Background: an optimization exercise with open tools, aiming at small area. Do not read the settings as production practice. In this exercise RTL edits were held to simulation tests only and were not proved equivalent to the original. Power is estimated from default activity; no workload was simulated. No driver is modelled on the clock port, so clocking that relies on it looks cheaper here than on a real chip.

### flow/flow/run.sh
#!/bin/bash
set -euo pipefail
export CTS_ARGS="-sink_clustering_enable -repair_clock_nets -sink_clustering_size 18 -sink_clustering_max_diameter 60 -buf_list sky130_fd_sc_hd__clkbuf_8 -dont_use_dummy_load"
export BUFFER_PORTS_ARGS="-buffer_cell sky130_fd_sc_hd__buf_1"
bash standard.sh > standard.log 2>&1
### flow/standard.sh
#!/bin/bash
# synth_recipe.tcl (not shown) runs the flow's synth.tcl, then flattens the netlist and writes it again
# the make line also repeats each setting of config.mk as NAME=value (left out here)
make -C /OpenROAD-flow-scripts/flow DESIGN_CONFIG=/design/flow/config.mk WORK_HOME=/design/flow/orfs CLKGATE_MAP_FILE= SYNTH_SCRIPT=/design/flow/synth_recipe.tcl "${@:-finish}"
### flow/config.mk
export PLATFORM = sky130hd
export DESIGN_NAME = piezo_phase_monitor
export DESIGN_NICKNAME = piezo_phase_monitor
export VERILOG_FILES = /design/flow/design.v
export SDC_FILE = /design/flow/constraint.sdc
export NUM_CORES = 4
export LEC_CHECK = 0
export CAP_MARGIN = 10
export CORE_MARGIN = 2
export CORE_UTILIZATION = 75
export CTS_BUF_LIST = sky130_fd_sc_hd__clkbuf_8
export CTS_CLUSTER_DIAMETER = 60
export CTS_CLUSTER_SIZE = 18
export SLEW_MARGIN = 10
export SYNTH_HIERARCHICAL = 1
export SYNTH_MINIMUM_KEEP_SIZE = 0
### flow/constraint.sdc
create_clock -name core_clock -period 10.0 [get_ports {clk}]
set_input_delay 2.0000 -clock core_clock [delete_from_list [all_inputs] [get_ports {clk}]]
set_output_delay 2.0000 -clock core_clock [all_outputs]
set_load 0.01 [all_outputs]
### flow/design.v
package piezo_mon_pkg;
    localparam logic [6:0] ADDR_PERIOD = 7'h60;
    localparam logic [6:0] ADDR_STATUS = 7'h61;
    localparam logic [6:0] ADDR_CTRL   = 7'h62;
    localparam int RD_VALID_BIT = 31;
    localparam int ST_FRAME_LSB = 16;
    localparam int ST_STATE_LSB = 1;
    localparam int ST_LOST_BIT  = 0;
    localparam int CTRL_EN_BIT  = 0;
    localparam int CTRL_CLR_BIT = 1;
    typedef enum logic [1:0] {
        IDLE     = 2'd0,
        WAIT_REF = 2'd1,
        MEASURE  = 2'd2
    } mon_state_t;
endpackage
module piezo_mon_ctl (
    input  logic s2,
    input  logic s3,
    input  logic seen,
    input  logic g_ref,
    input  logic g_arm,
    input  logic g_keep,
    input  logic g_init,
    output logic load,
    output logic hold,
    output logic seen_d
);
    logic rise;
    assign rise   = s2 & ~s3;
    assign load   = ~g_init | (rise & g_ref) | (rise & ~seen & g_arm);
    assign hold   = ~load;
    assign seen_d = load | (g_keep & seen);
endmodule
module piezo_mon_rd_aoi3 (
    input  logic [2:0] sel,
    input  logic [2:0] d,
    output logic       y_n
);
    assign y_n = ~((sel[0] & d[0]) | (sel[1] & d[1]) | (sel[2] & d[2]));
endmodule
module piezo_mon_rd_aoi2 (
    input  logic [1:0] sel,
    input  logic [1:0] d,
    output logic       y_n
);
    assign y_n = ~((sel[0] & d[0]) | (sel[1] & d[1]));
endmodule
module piezo_phase_monitor #(
    parameter int NUM_CH = 89,
    parameter int CNT_W  = 16
) (
    input  logic              clk,
    input  logic              reset,
    input  logic [NUM_CH-1:0] piezo_in,
    input  logic              ref_in,
    input  logic [6:0]        avs_address,
    input  logic              avs_read,
    output logic [31:0]       avs_readdata,
    input  logic              avs_write,
    input  logic [31:0]       avs_writedata,
    output logic              frame_done
);
    piezo_mon_pkg::mon_state_t state_q, state_d;
    logic             rs0_q;
    logic             rs1_q, rs2_q, ref_rise_q;
    logic [CNT_W-1:0] cnt1_q, cnt1_d;      
    logic             hold_q, hold_d;
    logic             enable_q, enable_d;
    logic             ref_lost_q, ref_lost_d;
    logic [15:0]      frame_cnt_q, frame_cnt_d;
    logic [CNT_W-1:0] period_q, period_d;
    logic             frame_done_q;
    logic             pub_q, pub_n_q, pub_next;
    logic             init_q;      
    logic [31:0]      rdata_q, rdata_d;
    logic             armed, stopped, sat, ctrl_wr, ref_rise_d;
    logic             g_ref, g_arm, g_keep;
    logic [CNT_W-1:0] cnt1_arm;            
    logic [CNT_W-1:0] phase_pub [NUM_CH];
    logic [NUM_CH-1:0] valid_pub;
    always_comb begin
        armed   = (state_q == piezo_mon_pkg::MEASURE);
        stopped = !enable_q || (state_q == piezo_mon_pkg::IDLE);
        sat     = armed && !ref_rise_q && (cnt1_q == '0);
        g_ref   = ref_rise_q && !stopped;
        g_arm   = armed && enable_q && !ref_rise_q && !sat;
        g_keep  = !stopped && !sat && !ref_rise_q;
        cnt1_arm = cnt1_q & {CNT_W{g_arm}};
    end
    always_comb begin
        state_d = state_q;
        if (!enable_q) begin
            state_d = piezo_mon_pkg::IDLE;
        end else begin
            case (state_q)
                piezo_mon_pkg::IDLE:     state_d = piezo_mon_pkg::WAIT_REF;
                piezo_mon_pkg::WAIT_REF: if (ref_rise_q) state_d = piezo_mon_pkg::MEASURE;
                piezo_mon_pkg::MEASURE:  if (sat) state_d = piezo_mon_pkg::WAIT_REF;
                default:  state_d = piezo_mon_pkg::IDLE;
            endcase
        end
    end
    always_comb begin
        ref_rise_d = rs1_q & ~rs2_q;
        cnt1_d     = cnt1_q + CNT_W'(1);
        hold_d     = hold_q;
        if (stopped || ref_rise_q) begin
            cnt1_d = CNT_W'(1);
            hold_d = 1'b0;
        end else if (sat) begin
            cnt1_d = CNT_W'(1);
            hold_d = 1'b1;
        end else if (hold_q) begin
            cnt1_d = CNT_W'(1);
        end
        ctrl_wr     = avs_write && (avs_address == piezo_mon_pkg::ADDR_CTRL);
        enable_d    = ctrl_wr ? avs_writedata[piezo_mon_pkg::CTRL_EN_BIT] : enable_q;
        ref_lost_d  = ref_lost_q | sat;
        frame_cnt_d = frame_cnt_q + 16'(pub_q);
        if (ctrl_wr && avs_writedata[piezo_mon_pkg::CTRL_CLR_BIT]) begin
            ref_lost_d  = 1'b0;
            frame_cnt_d = '0;
        end
        if (!init_q) frame_cnt_d = '0;
        period_d    = ({CNT_W{pub_q}} & cnt1_q) | ({CNT_W{pub_n_q & init_q}} & period_q);
        pub_next    = (state_d == piezo_mon_pkg::MEASURE) && enable_d && ref_rise_d;
    end
    localparam int NUM_GRP = (NUM_CH + 2) / 3;
    logic [7:0]           a_lo;
    logic [15:0]          a_hi;
    logic [3*NUM_GRP-1:0] ch_sel;
    logic [CNT_W:0]       grp_n [NUM_GRP];
    logic [CNT_W:0]       ch_rd;
    always_comb begin
        for (int j = 0; j < 8; j++)  a_lo[j] = (avs_address[2:0] == 3'(j));
        for (int k = 0; k < 16; k++) a_hi[k] = (avs_address[6:3] == 4'(k));
        ch_sel = '0;
        for (int i = 0; i < NUM_CH; i++) ch_sel[i] = a_hi[i/8] & a_lo[i%8];
    end
    for (genvar g = 0; g < NUM_GRP; g++) begin : g_rd
        localparam int N = (NUM_CH - 3*g < 3) ? NUM_CH - 3*g : 3;
        for (genvar b = 0; b <= CNT_W; b++) begin : g_bit
            logic [N-1:0] dd;
            for (genvar k = 0; k < N; k++) begin : g_in
                if (b == CNT_W) begin : g_valid
                    assign dd[k] = valid_pub[3*g+k];
                end else begin : g_phase
                    assign dd[k] = phase_pub[3*g+k][b];
                end
            end
            if (N == 3) begin : g_3
                piezo_mon_rd_aoi3 u_aoi (.sel(ch_sel[3*g +: 3]), .d(dd), .y_n(grp_n[g][b]));
            end else if (N == 2) begin : g_2
                piezo_mon_rd_aoi2 u_aoi (.sel(ch_sel[3*g +: 2]), .d(dd), .y_n(grp_n[g][b]));
            end else begin : g_1
                assign grp_n[g][b] = ~(ch_sel[3*g] & dd[0]);
            end
        end
    end
    always_comb begin
        ch_rd = '1;
        for (int g = 0; g < NUM_GRP; g++) ch_rd = ch_rd & grp_n[g];
        ch_rd = ~ch_rd;
    end
    always_comb begin
        rdata_d = rdata_q;
        if (avs_read) begin
            rdata_d = '0;
            if (avs_address < 7'(NUM_CH)) begin
                rdata_d[piezo_mon_pkg::RD_VALID_BIT] = ch_rd[CNT_W] & init_q;
                rdata_d[CNT_W-1:0] = ch_rd[CNT_W-1:0] & {CNT_W{init_q}};
            end else if (avs_address == piezo_mon_pkg::ADDR_PERIOD) begin
                rdata_d[CNT_W-1:0] = period_q & {CNT_W{init_q}};
            end else if (avs_address == piezo_mon_pkg::ADDR_STATUS) begin
                rdata_d[piezo_mon_pkg::ST_FRAME_LSB +: 16] = frame_cnt_q & {16{init_q}};
                rdata_d[piezo_mon_pkg::ST_STATE_LSB +: 2]  = state_q;
                rdata_d[piezo_mon_pkg::ST_LOST_BIT]        = ref_lost_q;
            end else if (avs_address == piezo_mon_pkg::ADDR_CTRL) begin
                rdata_d[piezo_mon_pkg::CTRL_EN_BIT] = enable_q;
            end
        end
    end
    always_ff @(posedge clk or posedge reset) begin
        if (reset) begin
            state_q      <= piezo_mon_pkg::IDLE;
            rs0_q        <= 1'b0;
            enable_q     <= 1'b0;
            ref_lost_q   <= 1'b0;
            frame_done_q <= 1'b0;
            pub_q        <= 1'b0;
            pub_n_q      <= 1'b0;
            init_q       <= 1'b0;
            rdata_q      <= '0;
        end else begin
            state_q      <= state_d;
            rs0_q        <= ref_in;
            enable_q     <= enable_d;
            ref_lost_q   <= ref_lost_d;
            frame_done_q <= pub_q;
            pub_q        <= pub_next;
            pub_n_q      <= ~pub_next;
            init_q       <= 1'b1;
            rdata_q      <= rdata_d;
        end
    end
    always_ff @(posedge clk) begin
        frame_cnt_q <= frame_cnt_d;
        period_q    <= period_d;
        rs1_q      <= rs0_q;
        rs2_q      <= rs1_q;
        ref_rise_q <= ref_rise_d;
        cnt1_q     <= cnt1_d;
        hold_q     <= hold_d;
    end
    for (genvar i = 0; i < NUM_CH; i++) begin : g_ch
        logic             s0_q;
        logic             s1_q, s2_q, s3_q;
        logic             seen_q, valid_q;
        logic [CNT_W-1:0] cap_q, phase_q;
        logic             load, hold, seen_d;
        piezo_mon_ctl u_ctl (
            .s2     (s2_q),
            .s3     (s3_q),
            .seen   (seen_q),
            .g_ref  (g_ref),
            .g_arm  (g_arm),
            .g_keep (g_keep),
            .g_init (init_q),
            .load   (load),
            .hold   (hold),
            .seen_d (seen_d)
        );
        always_ff @(posedge clk or posedge reset) begin
            if (reset) s0_q <= 1'b0;
            else       s0_q <= piezo_in[i];
        end
        always_ff @(posedge clk) begin
            s1_q    <= s0_q;
            s2_q    <= s1_q;
            s3_q    <= s2_q;
            seen_q  <= seen_d;
            cap_q   <= ({CNT_W{load}} & cnt1_arm) | ({CNT_W{hold}} & cap_q);
            phase_q <= ({CNT_W{pub_q}} & cap_q) | ({CNT_W{pub_n_q}} & phase_q);
            valid_q <= (pub_q & seen_q) | (pub_n_q & valid_q);
        end
        assign phase_pub[i] = phase_q;
        assign valid_pub[i] = valid_q;
    end
    assign avs_readdata = rdata_q;
    assign frame_done   = frame_done_q;
endmodule
==> run notes, run 1 <==
outcome complete, no violations; Core Region 0.148 sq mm; leading cell type in the layout, fill and taps excluded dfxtp_1; RSZ-0062 raised after global routing no; # rows 141; clock slew seen by the registers of the worst setup and hold paths 0.11 ns; DRC 0; H-tree levels 4; FF-to-FF Start state_q[0]$_DFF_PP0_; Die H 390 um; Max Slew Vio Count 0; initial antenna violation count 10; Hold Path Origin g_ch[1].s1_q$_DFF_P_; top_reg_cell synth dfxtp_1; global-route wire length before repair 463000 um; placed cell area 0.112 sq mm; first-pass detailed-route iteration total 10; GR Util All Layers 0.390; setup_tns 0 ns; Initial Util 0.755; Net Count, Synth 9101; vias in the first global route 75800; clock insertion delay at the later pin of the skew report 1.00 ns; period utilization 0.608; Post-synth EDFFs 0; die width 390 um; IO Pins 166; maxcap violations 0; Fillers 9395; Design Area, Final 0.115 sq mm; Leak 0.0438 uW; Final #Nets 8738; vias 79100; Final ANT Viol Nets 0; top cells by area, synth dfxtp_1 60%, a22o_1 23%, a222oi_1 4.4%; hold-critical path depth 0; Worst R2R Setup Slack 5.38 ns; Clock Tree Root clkbuf_8; CP arrival 6.91 ns; Routed wire per std cell 29.1 um; total CTS buffers 212; Critical Path RT 10.83 ns; Worst Hold End g_ch[1].s2_q$_DFF_P_; post-cts sizing count 0; Design Power 20300 uW; largest area contributor in the netlist dfxtp_1; Setup Skew 0.0737 ns; ys async rst share 0.0374; die area 0.152 sq mm; Total Wirelength 306000 um; fin worst setup slack 3.92 ns; largest net degree at the start of global routing 227; GP Congestion 0.939; pre-CTS setup slack 3.30 ns; Synth warnings 10; Yosys cell types 51; critical path startpoint category primary input; Worst Reg-to-Reg Cells 8; pwr dens 176 mW/mm^2; syn avg cell area 12.5 sq um; Layout Utilization 0.780; Vias/cell 7.50; worst slew pin tran 1.28 ns; CP Launch Point avs_address[1]; sequential area share after synthesis 0.629; Fmax 164 MHz; Worst slew margin 0.147; setup bufs post-CTS 0; area delta synth->final 3.21%; share of layout cells above drive strength 1 0.0604; CTS tree yes; final hold violations 0; critical path type in -> reg; Initial DRC Count 11900; dpl hpwl 184000 um; post-layout min period 6.08 ns; grt ovf 0; mapped cell area 0.112 sq mm; number of hold buffers added after cts 0; type of the most critical hold path reg -> reg; post-synth top area share 0.600; Sink Count 3475; worst-path fanout max 17; IO buf count 135; CTS Buffer Depth 3; final setup vio count 0; Cells after Synth 8964; Peak VDD IR 0.164 mV; Yosys reg bits 3475; R2R Path End g_ch[53].cap_q[3]$_DFF_P_; CP endpoint kind flip-flop; most frequent cells in the layout 3345 x dfxtp_1, 2968 x a22o_1, 493 x a222oi_1
[per-layer routing]
metal / GRT usage / routed length [um] / vias to the layer above
met2: 0.569 / 132000 / 4725
met1: 0.562 / 124000 / 39500
met4: 0.152 / 12600 / 8
met5: 0 / 47 / -
li1: - / - / 34100
met3: 0.0934 / 37400 / 703
[registers in the layout, summed over array words and instances, names as in the netlist, 2 cells and up]
name / count
g_ch.cap_q: 1424
g_ch.phase_q: 1424
g_ch.s0_q: 89
g_ch.s1_q: 89
g_ch.s2_q: 89
g_ch.s3_q: 89
g_ch.seen_q: 89
g_ch.valid_q: 89
rdata_q: 32
cnt1_q: 16
frame_cnt_q: 16
period_q: 16
state_q: 2
[power breakdown]
part,leakage [uW],switching (uW),internal [uW],total (uW)
clock network,0.00152,4020,1900,5920
logic,0.0136,343,51.9,395
registers,0.0287,48.8,13900,14000
total,0.0438,4410,15900,20300
[per-module statistics from Yosys, one instance, submodules excluded]
module | flip-flops and latches | copies in the design
piezo_mon_rd_aoi3 | 0 | 493
piezo_mon_rd_aoi2 | 0 | 17
piezo_phase_monitor | 3475 | 1
piezo_mon_ctl | 0 | 89
[kinds of logic (layout without fill, tap and decap cells)]
group | after synthesis | count (layout) | synth area share
mux | 1 | 1 | 0.000101
buf+inv | 888 | 523 | 0.0339
simple gates | 946 | 946 | 0.0453
fa+ha+maj | 4 | 4 | 0.000448
xor+xnor | 26 | 26 | 0.00204
flops | 3475 | 3475 | 0.629
compound gates | 3623 | 3623 | 0.289
other cells | 1 | 11 | 0.0000336
[cells in the mapped netlist (2+ instances only)]
cell type / instances
a21oi_1: 21
a221o_1: 17
a222oi_1: 493
a22o_1: 2968
a22oi_2: 17
a31oi_1: 2
and2_1: 92
and3_1: 5
and4_1: 2
buf_1: 188
buf_2: 125
buf_6: 39
clkbuf_1: 526
dfrtp_1: 130
dfxtp_1: 3345
ha_1: 4
inv_1: 10
nand2_1: 220
nand2b_1: 2
nand3_1: 106
nand4_1: 127
nor2_1: 128
nor2b_1: 186
nor3_1: 5
nor3_4: 5
nor3b_1: 3
nor3b_2: 10
nor4_1: 44
o211a_1: 2
o21a_1: 2
o21ai_0: 6
o21ai_2: 89
o22a_1: 2
or3_1: 2
xnor2_1: 21
xor2_1: 5
[worst max-delay path, cell delays in order]
cell and delay, ns:
buf_1 0.29, nor2b_1 0.15, nand2_1 0.76, buf_4 0.39, nor2_1 0.09, buf_4 0.24, a222oi_1 0.67, nand4_1 0.39
nor4_1 1.09, a21oi_1 0.44, a221o_1 0.39
[how the worst max path moves through the flow]
stage | end | slack (ns) | depth (start not counted)
floorplan | enable_q$_DFF_PP0_ | 4.53 | 1
global placement | rdata_q[13]$_DFFE_PP0P_ | 3.43 | 11
detailed placement | rdata_q[13]$_DFFE_PP0P_ | 3.30 | 11
CTS | rdata_q[13]$_DFFE_PP0P_ | 4.31 | 11
global route | rdata_q[31]$_DFFE_PP0P_ | 4.17 | 11
finish | rdata_q[0]$_DFFE_PP0P_ | 3.92 | 11
[metrics by stage]
stage          std cells  hold WS (ns)
6_report           10500         0.330
5_1_grt            10500         0.334
4_1_cts            10500         0.333
3_5_place_dp       10300         0.312
3_3_place_gp       10300         0.309
2_1_floorplan       8964         0.310
[final cells by class]
type / instances / area, sq um / area share
diodes: 10 / 25.0 / 0.000217
clock buffers: 212 / 2920 / 0.0253
inverters: 10 / 42.5 / 0.000369
multi-input cells: 4601 / 37800 / 0.328
flip-flops and latches: 3475 / 70200 / 0.609
well taps: 1930 / 2410 / 0.0210
repair buffers: 301 / 1850 / 0.0161
==> run 2: changes to the inputs <==
--- a/flow/config.mk
+++ b/flow/config.mk
@@ -8,5 +8,5 @@
 export CAP_MARGIN = 10
 export CORE_MARGIN = 2
-export CORE_UTILIZATION = 75
+export CORE_UTILIZATION = 65
 export CTS_BUF_LIST = sky130_fd_sc_hd__clkbuf_8
 export CTS_CLUSTER_DIAMETER = 60
==> run 2 against run 1 <==
  * Clock-buffer cell count up 3
  * Power up 0.36%
  * Sequential share of layout area down 0.30 points
  * Fmax down 4.1%
  * Critical endpoint is now rdata_q[31]$_DFFE_PP0P_
  * Largest cell class unchanged
  * Highest routed layer unchanged
==> run notes, run 2 <==
outcome complete, no violations (unchanged); CTS tree yes (unchanged); Yosys reg bits 3475 (unchanged); sequential area share after synthesis 0.629 (unchanged); Final ANT Viol Nets 0 (unchanged); first-pass detailed-route iteration total 9 (was 10); RSZ-0062 raised after global routing no (unchanged); Peak VDD IR 0.142 mV (was 0.164 mV); CP Capture Point rdata_q[31]$_DFFE_PP0P_ (was rdata_q[0]$_DFFE_PP0P_); initial antenna violation count 17 (was 10); Worst slew margin 0.0969 (was 0.147); placed cell area 0.113 sq mm (was 0.112 sq mm); CTS Buffer Depth 3 (unchanged); post-cts sizing count 0 (unchanged); Fmax 158 MHz (was 164 MHz); # rows 152 (was 141); mapped cell area 0.112 sq mm (unchanged); top cells by area, synth dfxtp_1 60%, a22o_1 23%, a222oi_1 4.4% (unchanged); DRC 0 (unchanged); final hold violations 0 (unchanged); worst-path fanout max 17 (unchanged); critical path startpoint category primary input (unchanged); cell with the most instances after synthesis dfxtp_1 (unchanged); number of hold buffers added after cts 0 (unchanged); Fillers 12600 (was 9395); grt ovf 0 (unchanged); Worst Reg-to-Reg Cells 8 (unchanged); Design Area, Final 0.116 sq mm (was 0.115 sq mm); vias 77900 (was 79100); share of layout cells above drive strength 1 0.0627 (was 0.0604); Cells after Synth 8964 (unchanged); CP endpoint kind flip-flop (unchanged); die width 418 um (was 390 um); Die H 418 um (was 390 um); leading cell type in the layout, fill and taps excluded dfxtp_1 (unchanged); Setup Skew 0.0745 ns (was 0.0737 ns); Clock Tree Root clkbuf_8 (unchanged); maxcap violations 0 (unchanged); clock slew seen by the registers of the worst setup and hold paths 0.10 ns (was 0.11 ns); largest area contributor in the netlist dfxtp_1 (unchanged); pwr dens 176 mW/mm^2 (about the same); syn avg cell area 12.5 sq um (unchanged); post-synth top area share 0.600 (unchanged); Initial DRC Count 10800 (was 11900); Initial Util 0.652 (was 0.755); IO buf count 135 (unchanged); R2R Path End g_ch[47].cap_q[10]$_DFF_P_ (was g_ch[53].cap_q[3]$_DFF_P_); ys async rst share 0.0374 (unchanged); global-route wire length before repair 472000 um (was 463000 um); setup bufs post-CTS 0 (unchanged); Post-synth top cells 3345 x dfxtp_1, 2968 x a22o_1, 526 x clkbuf_1 (unchanged); worst slew pin tran 1.34 ns (was 1.28 ns); Total Wirelength 316000 um (was 306000 um); Synth warnings 10 (unchanged); total CTS buffers 215 (was 212); FF-to-FF Start enable_q$_DFF_PP0_ (was state_q[0]$_DFF_PP0_); H-tree levels 4 (unchanged); final setup vio count 0 (unchanged); Yosys cell types 51 (unchanged); type of the most critical hold path reg -> reg (unchanged); die area 0.175 sq mm (was 0.152 sq mm); IO Pins 166 (unchanged); Critical Path RT 10.90 ns (was 10.83 ns); setup_tns 0 ns (unchanged); most frequent cells in the layout 3345 x dfxtp_1, 2968 x a22o_1, 493 x a222oi_1 (unchanged); period utilization 0.634 (was 0.608); post-layout min period 6.34 ns (was 6.08 ns); GP Congestion 0.976 (was 0.939); critical path type in -> reg (unchanged); GR Util All Layers 0.348 (was 0.390); Hold Path Origin g_ch[63].s0_q$_DFF_PP0_ (was g_ch[1].s1_q$_DFF_P_); Max Slew Vio Count 0 (unchanged); Final #Nets 8752 (was 8738); largest net degree at the start of global routing 237 (was 227); Leak 0.0439 uW (was 0.0438 uW); Routed wire per std cell 29.1 um (about the same); Worst R2R Setup Slack 5.35 ns (was 5.38 ns); Core Region 0.171 sq mm (was 0.148 sq mm); Sink Count 3475 (unchanged); CP arrival 7.24 ns (was 6.91 ns); dpl hpwl 190000 um (was 184000 um); Regs by FF count g_ch.cap_q (1424), g_ch.phase_q (1424) (unchanged); clock insertion delay at the later pin of the skew report 1.04 ns (was 1.00 ns); Vias/cell 7.17 (was 7.50); Net Count, Synth 9101 (unchanged); CP Launch Point avs_address[2] (was avs_address[1]); area delta synth->final 3.73% (was 3.21%); vias in the first global route 73800 (was 75800); Post-synth EDFFs 0 (unchanged); top_reg_cell synth dfxtp_1 (unchanged)
## run 2: changes by cell type in the layout (fill, tap and decap cells not counted)
cell      change
nor4_2        +9
nor2_2        -4
buf_4        +10
nand2_2       +2
buf_8         +1
inv_8         +1
inv_6         -1
clkbuf_8      +3
nor2_1        +4
nand2_1       -2
nor4_1        -9
diode_2       +4
## run 2: worst max-delay path, stage by stage
cell      delay (ns)
buf_1           0.39
nand3b_1        0.56
nor2_1          0.30
buf_4           0.30
a222oi_1        0.97
nand4_1         0.55
nor4_1          1.24
a21oi_1         0.51
a221o_1         0.38
## run 2: cells by family (layout without fill, tap and decap cells)
logic type                 count (synthesis)  in the layout  synth area share
DFF                                     3475           3475             0.629
muxes                                      1              1          0.000101
other                                      1             15         0.0000336
and+or+nand+nor                          946            946            0.0453
xor gates and xnor gates                  26             26           0.00204
adders and majority gates                  4              4          0.000448
AOI/OAI and AO/OA                       3623           3623             0.289
buffers and inverters                    888            537            0.0339
## run 2: how the worst min path moves through the flow
stage / end / cells after the start
finish: g_ch[63].s1_q$_DFF_P_ / 0
global route: g_ch[58].s2_q$_DFF_P_ / 0
CTS: g_ch[63].s1_q$_DFF_P_ / 0
detailed placement: g_ch[23].s2_q$_DFF_P_ / 0
global placement: g_ch[88].s2_q$_DFF_P_ / 0
floorplan: g_ch[0].s2_q$_DFF_P_ / 0
## run 2: routing by layer
| metal | wire (um) | global-route usage | up-vias |
|---|---|---|---|
| met5 | 12 | 0 | - |
| met2 | 139000 | 0.518 | 3664 |
| li1 | - | - | 34200 |
| met3 | 29300 | 0.0627 | 535 |
| met1 | 135000 | 0.502 | 39500 |
| met4 | 13000 | 0.143 | 2 |
## run 2: metrics by stage
stage                     utilization  worst slack [ns]  power, uW  hold WS (ns)  instances
after floorplan                     -              4.53      14500         0.310       8964
after global placement          0.659              3.17      14700         0.310      10600
after detailed placement        0.659              3.14      14700         0.312      10600
after CTS                       0.676              4.26      20400         0.312      10800
after global routing            0.677              3.99      21000         0.317      10900
final                           0.677              3.66      20400         0.308      10900
## run 2: power breakdown
group          internal [uW]  switching, uW  leakage, uW  total [uW]
registers              13900           47.0       0.0287       14000
logic                   52.0            343       0.0137         395
clock network           1930           4060      0.00155        5990
total                  15900           4450       0.0439       20400
## run 2: area by class of cell
| class | count | area (sq um) | area share |
|---|---|---|---|
| Inverter | 10 | 45.0 | 0.000389 |
| Multi-Input combinational cell | 4601 | 37800 | 0.327 |
| Clock buffer | 215 | 2960 | 0.0255 |
| Sequential cell | 3475 | 70200 | 0.606 |
| Tap cell | 2233 | 2790 | 0.0241 |
| Timing Repair Buffer | 312 | 1940 | 0.0168 |
| Antenna cell | 14 | 35.0 | 0.000302 |
## run 2: Yosys stat by module (local to each module, per instance)
module,times used,cells inside,cell area (sq um)
piezo_phase_monitor,1,7831,103000
piezo_mon_ctl,89,7,40.0
piezo_mon_rd_aoi2,17,1,12.5
piezo_mon_rd_aoi3,493,1,10.0
==> run 3: changes to the inputs <==
--- a/flow/config.mk
+++ b/flow/config.mk
@@ -6,5 +6,5 @@
 export NUM_CORES = 4
 export LEC_CHECK = 0
-export CAP_MARGIN = 10
+export CAP_MARGIN = 0
 export CORE_MARGIN = 2
 export CORE_UTILIZATION = 65
@@ -12,5 +12,5 @@
 export CTS_CLUSTER_DIAMETER = 60
 export CTS_CLUSTER_SIZE = 18
-export SLEW_MARGIN = 10
+export SLEW_MARGIN = 0
 export SYNTH_HIERARCHICAL = 1
 export SYNTH_MINIMUM_KEEP_SIZE = 0
==> run 3 against run 2 <==
  * Power about the same
  * Critical endpoint unchanged
  * First-iteration DRC count increased by 3.1%
  * Setup slack better by 0.0011 ns
  * Register-to-register slack is essentially flat
  * Area after synthesis did not move
  * Non-clock buffer count fell by 1
  * Combinational power about the same
  * Clock skew down 0.0047 ns
  * Utilization is essentially flat
  * Sequential power is essentially flat
  * Via count decreased by 0.11%
==> run notes, run 3 <==
area delta synth->final 3.71% (was 3.73%); Yosys cell types 51 (unchanged); Post-synth top cells 3345 x dfxtp_1, 2968 x a22o_1, 526 x clkbuf_1 (unchanged); Peak VDD IR 0.143 mV (was 0.142 mV); final hold violations 0 (unchanged); placed insts 10600 (unchanged); setup bufs post-CTS 0 (unchanged); outcome complete, no violations (unchanged); type of the most critical hold path reg -> reg (unchanged); IO Pins 166 (unchanged); Max stage delay cell, worst path nor4_1 (unchanged); CTS tree yes (unchanged); Cells after Synth 8964 (unchanged); largest family of logic cells by synthesized area compound AO/OA/AOI/OAI gates (unchanged); setup_tns 0 ns (unchanged); Core Region 0.171 sq mm (unchanged); simple-gate share of the synthesized area 0.0453 (unchanged); post-layout min period 6.34 ns (about the same); Post-Synth XOR/XNOR Area 0.00204 (unchanged); RSZ-0062 raised after global routing no (unchanged); dpl hpwl 190000 um (unchanged); GP Congestion 0.976 (unchanged); Final ANT Viol Nets 0 (unchanged); Vias/cell 7.16 (was 7.17); Yosys reg bits 3475 (unchanged); Leak 0.0439 uW (about the same); # rows 152 (unchanged); area occupied by multi-input gates 0.0378 sq mm (unchanged); Design Area, Final 0.116 sq mm (about the same); critical path startpoint category primary input (unchanged); Critical Path RT 10.90 ns (about the same); critical path type in -> reg (unchanged); IO buf count 135 (unchanged); largest area contributor in the netlist dfxtp_1 (unchanged); grt ovf 0 (unchanged); pwr dens 176 mW/mm^2 (about the same); leading cell type in the layout, fill and taps excluded dfxtp_1 (unchanged); top_reg_cell synth dfxtp_1 (unchanged); syn avg cell area 12.5 sq um (unchanged); Clock Tree Root clkbuf_8 (unchanged); share of layout cells above drive strength 1 0.0626 (was 0.0627); vias 77800 (was 77900); post-cts sizing count 0 (unchanged); CP endpoint kind flip-flop (unchanged); Post-Synth Adder-Cell Area 0.000448 (unchanged); mapped cell area 0.112 sq mm (unchanged); Layout Cells excl Fill 10900 (about the same); critical-path cell list buf_1 > nand3b_1 > nor2_1 > buf_4 > a222oi_1 > nand4_1 > nor4_1 > a21oi_1 > a221o_1 (unchanged); most frequent cells in the layout 3345 x dfxtp_1, 2968 x a22o_1, 493 x a222oi_1 (unchanged); CTS Buffer Depth 3 (unchanged); GR Util All Layers 0.348 (unchanged); period utilization 0.634 (about the same); largest net degree at the start of global routing 237 (unchanged); Net Count, Synth 9101 (unchanged); clock insertion delay at the later pin of the skew report 1.04 ns (about the same); H-tree levels 4 (unchanged); register area 0.0702 sq mm (unchanged); vias in the first global route 73800 (unchanged); cell with the most instances after synthesis dfxtp_1 (unchanged); Sink Count 3475 (unchanged); post-synth top area share 0.600 (unchanged); Fmax 158 MHz (about the same); die area 0.175 sq mm (unchanged); Setup Skew 0.0699 ns (was 0.0745 ns); Total Wirelength 316000 um (about the same); CP arrival 7.24 ns (about the same); DRC 0 (unchanged); Initial DRC Count 11100 (was 10800); slowest stage delay, CP 1.25 ns (was 1.24 ns); sequential area share after synthesis 0.629 (unchanged); total CTS buffers 215 (unchanged); ys async rst share 0.0374 (unchanged); Fillers 12600 (about the same); Routed wire per std cell 29.1 um (about the same); initial antenna violation count 17 (unchanged); clock slew seen by the registers of the worst setup and hold paths 0.10 ns (about the same); Initial Util 0.652 (unchanged); worst-path fanout max 17 (unchanged); top cells by area, synth dfxtp_1 60%, a22o_1 23%, a222oi_1 4.4% (unchanged); Worst slew margin 0.0803 (was 0.0969); maxcap violations 0 (unchanged); Final #Nets 8751 (was 8752); post-synthesis mux area share 0.000101 (unchanged); final setup vio count 0 (unchanged); Die H 418 um (unchanged); Max Slew Vio Count 0 (unchanged); number of hold buffers added after cts 0 (unchanged); Compound-Gate Fraction of Synth Area 0.289 (unchanged); Regs by FF count g_ch.cap_q (1424), g_ch.phase_q (1424) (unchanged); Synth warnings 10 (unchanged); worst slew pin tran 1.38 ns (was 1.34 ns); first-pass detailed-route iteration total 10 (was 9); die width 418 um (unchanged); global-route wire length before repair 472000 um (unchanged); placed cell area 0.113 sq mm (unchanged); Post-synth EDFFs 0 (unchanged)
-- run 3: cell types whose count changed in the layout (fill, tap and decap cells not counted), sizes merged --
| cell | previous run | this run |
|---|---|---|
| buf | 312 | 311 |
| diode | 14 | 13 |
-- run 3: layout make-up --
class | count | share of cell area
inverters | 10 | 0.000389
diodes | 13 | 0.000281
multi-input cells | 4601 | 0.327
repair buffers | 311 | 0.0166
clock buffers | 215 | 0.0255
flip-flops and latches | 3475 | 0.606
well taps | 2233 | 0.0241
-- run 3: through the flow --
step           hold slack [ns]  utilization  total power, uW  setup slack, ns
4_1_cts                  0.312        0.676            20400             4.26
3_3_place_gp             0.310        0.659            14700             3.17
5_1_grt                  0.317        0.677            21000             3.99
3_5_place_dp             0.312        0.659            14700             3.14
2_1_floorplan            0.310            -            14500             4.53
6_report                 0.305        0.677            20400             3.66
-- run 3: modules after synthesis, one instance, submodules excluded --
module,cells inside,flip-flops and latches
piezo_mon_ctl,7,0
piezo_mon_rd_aoi2,1,0
piezo_mon_rd_aoi3,1,0
piezo_phase_monitor,7831,3475
-- run 3: cells by family (layout without fill, tap and decap cells) --
group | Yosys count | count (layout)
mux | 1 | 1
simple gates | 946 | 946
flops | 3475 | 3475
fa+ha+maj | 4 | 4
other cells | 1 | 14
compound gates | 3623 | 3623
buf+inv | 888 | 536
xor+xnor | 26 | 26
-- run 3: worst paths after layout --
path                                         start                         end  slack (ns)  cells past startpoint
max                                 avs_address[2]     rdata_q[31]$_DFFE_PP0P_        3.66                      9
min                        g_ch[63].s0_q$_DFF_PP0_       g_ch[63].s1_q$_DFF_P_        0.30                      0
max reg2reg                     enable_q$_DFF_PP0_  g_ch[47].cap_q[10]$_DFF_P_        5.35                      8
min reg2reg                g_ch[63].s0_q$_DFF_PP0_       g_ch[63].s1_q$_DFF_P_        0.30                      0
max in group asynchronous                    reset     g_ch[65].s0_q$_DFF_PP0_        7.50                      3
min in group asynchronous                    reset      g_ch[7].s0_q$_DFF_PP0_        1.12                      2
-- run 3: critical path, delay by kind of cell --
kind	cells	cell delay, ns
AO/OA/AOI/OAI	3	1.86
buffers and inverters	2	0.68
AND/OR/NAND/NOR	4	2.67
-- run 3: report_power, final --
part,switching [uW],internal [uW],total (uW),leakage (uW)
Combinational,342,52.0,394,0.0137
Sequential,47.1,13900,14000,0.0287
Clock,4060,1930,5980,0.00155
Total,4440,15900,20400,0.0439
-- run 3: per-layer routing --
layer  GRT usage  vias up  part of all wire
li1            -    34200                 -
met1       0.502    39400              0.43
met2       0.518     3603              0.44
met3      0.0627      544             0.093
met4       0.143        2             0.043
met5           0        -          0.000038
==> run 4: changes to the inputs <==
==> flow/flow/run.sh (replaced) <==
#!/bin/bash
set -euo pipefail
export CTS_ARGS="-sink_clustering_enable -repair_clock_nets -sink_clustering_size 30 -sink_clustering_max_diameter 90 -buf_list sky130_fd_sc_hd__clkbuf_16 -dont_use_dummy_load"
export BUFFER_PORTS_ARGS="-buffer_cell sky130_fd_sc_hd__buf_1"
bash standard.sh > standard.log 2>&1
==> flow/config.mk (replaced) <==
export PLATFORM = sky130hd
export DESIGN_NAME = piezo_phase_monitor
export DESIGN_NICKNAME = piezo_phase_monitor
export VERILOG_FILES = /design/flow/design.v
export SDC_FILE = /design/flow/constraint.sdc
export NUM_CORES = 4
export LEC_CHECK = 0
export CAP_MARGIN = 10
export CORE_MARGIN = 2
export CORE_UTILIZATION = 65
export CTS_BUF_LIST = sky130_fd_sc_hd__clkbuf_16
export CTS_CLUSTER_DIAMETER = 90
export CTS_CLUSTER_SIZE = 30
export SLEW_MARGIN = 10
export SYNTH_HIERARCHICAL = 1
export SYNTH_MINIMUM_KEEP_SIZE = 0
==> run 4 against run 3 <==
  * Still clean on timing, DRC and antenna
  * Power grew 2.5%
  * Non-clock buffer count is the same
  * Wire length shrank 0.28%
  * Cell area grew 0.38%
  * Via count shrank 0.39%
  * Worst hold slack gained 0.0038 ns
  * Clock skew shrank 0.011 ns
  * Largest cell class unchanged
  * Largest power group unchanged
  * Highest routed layer is now met4
==> run notes, run 4 <==
Worst slew margin 0.0994 (was 0.0803); final setup vio count 0 (unchanged); pre-CTS setup slack 3.14 ns (unchanged); critical-path cell list buf_1 > nand3b_1 > nor2_1 > buf_4 > a222oi_1 > nand4_1 > nor4_1 > a21oi_1 > a221o_1 (unchanged); syn avg cell area 12.5 sq um (unchanged); Final ANT Viol Nets 0 (unchanged); placed insts 10600 (unchanged); Regs by FF count g_ch.cap_q (1424), g_ch.phase_q (1424) (unchanged); CTS Buffer Depth 3 (unchanged); global-route wire length before repair 470000 um (was 472000 um); total CTS buffers 136 (was 215); Final #Nets 8672 (was 8751); largest family of logic cells by synthesized area compound AO/OA/AOI/OAI gates (unchanged); H-tree levels 4 (unchanged); first-pass detailed-route iteration total 10 (unchanged); Post-Synth Adder-Cell Area 0.000448 (unchanged); Die H 418 um (unchanged); setup_tns 0 ns (unchanged); DRC 0 (unchanged); Vias/cell 7.19 (was 7.16); top_reg_cell synth dfxtp_1 (unchanged); most frequent cells in the layout 3345 x dfxtp_1, 2968 x a22o_1, 493 x a222oi_1 (unchanged); GR Util All Layers 0.347 (was 0.348); Leak 0.0440 uW (was 0.0439 uW); largest area contributor in the netlist dfxtp_1 (unchanged); final hold violations 0 (unchanged); leading cell type in the layout, fill and taps excluded dfxtp_1 (unchanged); CP arrival 7.21 ns (was 7.24 ns); Max Slew Vio Count 0 (unchanged); post-synthesis mux area share 0.000101 (unchanged); vias in the first global route 73200 (was 73800); number of hold buffers added after cts 0 (unchanged); clock slew seen by the registers of the worst setup and hold paths 0.10 ns (about the same); Initial DRC Count 11100 (about the same); worst-path fanout max 17 (unchanged); Fillers 12500 (was 12600); area delta synth->final 4.10% (was 3.71%); CP endpoint kind flip-flop (unchanged); Synth warnings 10 (unchanged); Fmax 154 MHz (was 158 MHz); post-synth top area share 0.600 (unchanged); Design Power 20900 uW (was 20400 uW); Post-synth top cells 3345 x dfxtp_1, 2968 x a22o_1, 526 x clkbuf_1 (unchanged); CP Depth 9 (unchanged); ys async rst share 0.0374 (unchanged); worst slew pin tran 1.34 ns (was 1.38 ns); Yosys cell types 51 (unchanged); mapped cell area 0.112 sq mm (unchanged); Yosys reg bits 3475 (unchanged); Clock Tree Root clkbuf_16 (was clkbuf_8); pwr dens 180 mW/mm^2 (was 176 mW/mm^2); family with the most delay on the worst path simple AND/OR/NAND/NOR gates (unchanged); Critical Path RT 10.71 ns (was 10.90 ns); post-cts sizing count 0 (unchanged); sequential area share after synthesis 0.629 (unchanged); slowest stage delay, CP 1.23 ns (was 1.25 ns); cell with the most instances after synthesis dfxtp_1 (unchanged); RSZ-0062 raised after global routing no (unchanged); Initial Util 0.652 (unchanged); Routed wire per std cell 29.2 um (was 29.1 um); initial antenna violation count 15 (was 17); simple-gate share of the synthesized area 0.0453 (unchanged); critical path startpoint category primary input (unchanged); Peak VDD IR 0.199 mV (was 0.143 mV); clock insertion delay at the later pin of the skew report 0.84 ns (was 1.04 ns); Worst R2R Setup Slack 5.30 ns (was 5.35 ns); hold-critical path depth 0 (unchanged); GP Congestion 0.976 (unchanged); outcome complete, no violations (unchanged); period utilization 0.650 (was 0.634); Net Count, Synth 9101 (unchanged); share of layout cells above drive strength 1 0.0539 (was 0.0626); maxcap violations 0 (unchanged); Core Region 0.171 sq mm (unchanged); Compound-Gate Fraction of Synth Area 0.289 (unchanged); post-layout min period 6.50 ns (was 6.34 ns); vias 77500 (was 77800); IO Pins 166 (unchanged); Cells after Synth 8964 (unchanged); CTS tree yes (unchanged); top cells by area, synth dfxtp_1 60%, a22o_1 23%, a222oi_1 4.4% (unchanged); Setup Skew 0.0585 ns (was 0.0699 ns); IO buf count 135 (unchanged); crit path buf inv count 2 (unchanged); Post-Synth XOR/XNOR Area 0.00204 (unchanged); critical path type in -> reg (unchanged); Total Wirelength 315000 um (was 316000 um); fin worst setup slack 3.50 ns (was 3.66 ns); Layout Utilization 0.679 (was 0.677); Post-synth EDFFs 0 (unchanged); Worst Reg-to-Reg Cells 8 (unchanged); largest net degree at the start of global routing 237 (unchanged); die width 418 um (unchanged); setup bufs post-CTS 0 (unchanged); Sink Count 3475 (unchanged); die area 0.175 sq mm (unchanged); type of the most critical hold path reg -> reg (unchanged); Max stage delay cell, worst path nor4_1 (unchanged); # rows 152 (unchanged); Layout Cells excl Fill 10800 (was 10900); dpl hpwl 190000 um (unchanged); grt ovf 0 (unchanged)
==> run 4: cell counts after synthesis <==
Identical to the previous run, type by type.
==> run 4: cells by family after synthesis <==
family,Yosys count
simple gates,946
fa+ha+maj,4
compound gates,3623
xor+xnor,26
other cells,1
buf+inv,888
flops,3475
mux,1
==> run 4: layout make-up <==
class                   count  area, sq um  area share
flip-flops and latches   3475        70200       0.604
multi-input cells        4601        37800       0.325
clock buffers             136         3400      0.0293
well taps                2233         2790      0.0240
repair buffers            311         1930      0.0166
inverters                  10         45.0    0.000387
diodes                     10         25.0    0.000215
==> run 4: worst reg2reg max path, cell delays in order (launching register included) <==
cell	delay, ns
dfrtp_1	0.52
nor2b_1	0.28
nand2_2	0.50
nor2_4	1.00
buf_4	1.00
nor2b_1	0.38
o21ai_2	0.09
and2_1	0.49
a22o_1	0.37
==> run 4: Yosys stat by module (local to each module, per instance) <==
module / cell area [sq um] / flip-flops and latches / times used / cells
piezo_mon_ctl: 40.0 / 0 / 89 / 7
piezo_phase_monitor: 103000 / 3475 / 1 / 7831
piezo_mon_rd_aoi3: 10.0 / 0 / 493 / 1
piezo_mon_rd_aoi2: 12.5 / 0 / 17 / 1
==> run 4: path summary, 6_finish.rpt <==
path,start,to
setup reg to reg,enable_q$_DFF_PP0_,g_ch[47].cap_q[2]$_DFF_P_
max in group asynchronous,reset,init_q$_DFF_PP0_
setup / recovery,avs_address[2],rdata_q[31]$_DFFE_PP0P_
min in group asynchronous,reset,g_ch[7].s0_q$_DFF_PP0_
hold reg to reg,g_ch[75].s2_q$_DFF_P_,g_ch[75].s3_q$_DFF_P_
hold / removal,g_ch[75].s2_q$_DFF_P_,g_ch[75].s3_q$_DFF_P_
==> run 4: routing by layer <==
layer / part of all wire / up-vias / wire (um) / GRT usage
met3: 0.091 / 483 / 28800 / 0.0614
li1: - / 34100 / - / -
met1: 0.43 / 39300 / 136000 / 0.503
met4: 0.041 / 0 / 12800 / 0.139
met5: 0 / - / 0 / 0
met2: 0.44 / 3603 / 138000 / 0.515
==> run 4: metrics by stage <==
step,hold WS [ns],cell area [sq um]
finish,0.309,116000
global route,0.320,116000
CTS,0.313,116000
detailed placement,0.312,113000
global placement,0.310,113000
floorplan,0.310,112000
==> run 4: power by group <==
group          internal [uW]  switching [uW]
Sequential             13900            47.3
Combinational           52.0             343
Clock                   2470            4030
Total                  16500            4420

[afterwards: timing with drivers on the ports]
The flow's constraints put no driver on any port. The routed layouts listed below were extracted and timed again, unchanged, in two steps. Step 1: set_driving_cell puts a clkbuf_16 on clk and a buf_2 on each other input, an assumption about the parent block. Step 2 times the ports against the registers' clock, not the clock port: input delays grow and output delays shrink by t, the midpoint of the rising clock arrivals with the driver on. Slacks: no drivers / after step 1 / after step 2; pairs: no drivers / after step 1.
run	shift t [ns]	setup slack, ns	worst hold slack (ns)	worst setup path at the end	slew at the worst register clock pin (ns)
run 1	1.053	3.918 / 3.749 / 2.696	0.330 / 0.330 / 0.330	input to register	0.12 / 0.12
run 2	1.090	3.660 / 3.599 / 2.509	0.308 / 0.308 / 0.308	input to register	0.12 / 0.12
run 3	1.094	3.661 / 3.597 / 2.503	0.305 / 0.305 / 0.305	input to register	0.11 / 0.11
run 4	0.909	3.500 / 3.450 / 2.541	0.309 / 0.309 / 0.309	input to register	0.11 / 0.11
After both steps every run listed still meets setup and hold. The setup slack of run 1, which loses most, moves by -0.169 ns with the drivers and by -1.222 ns with both steps.
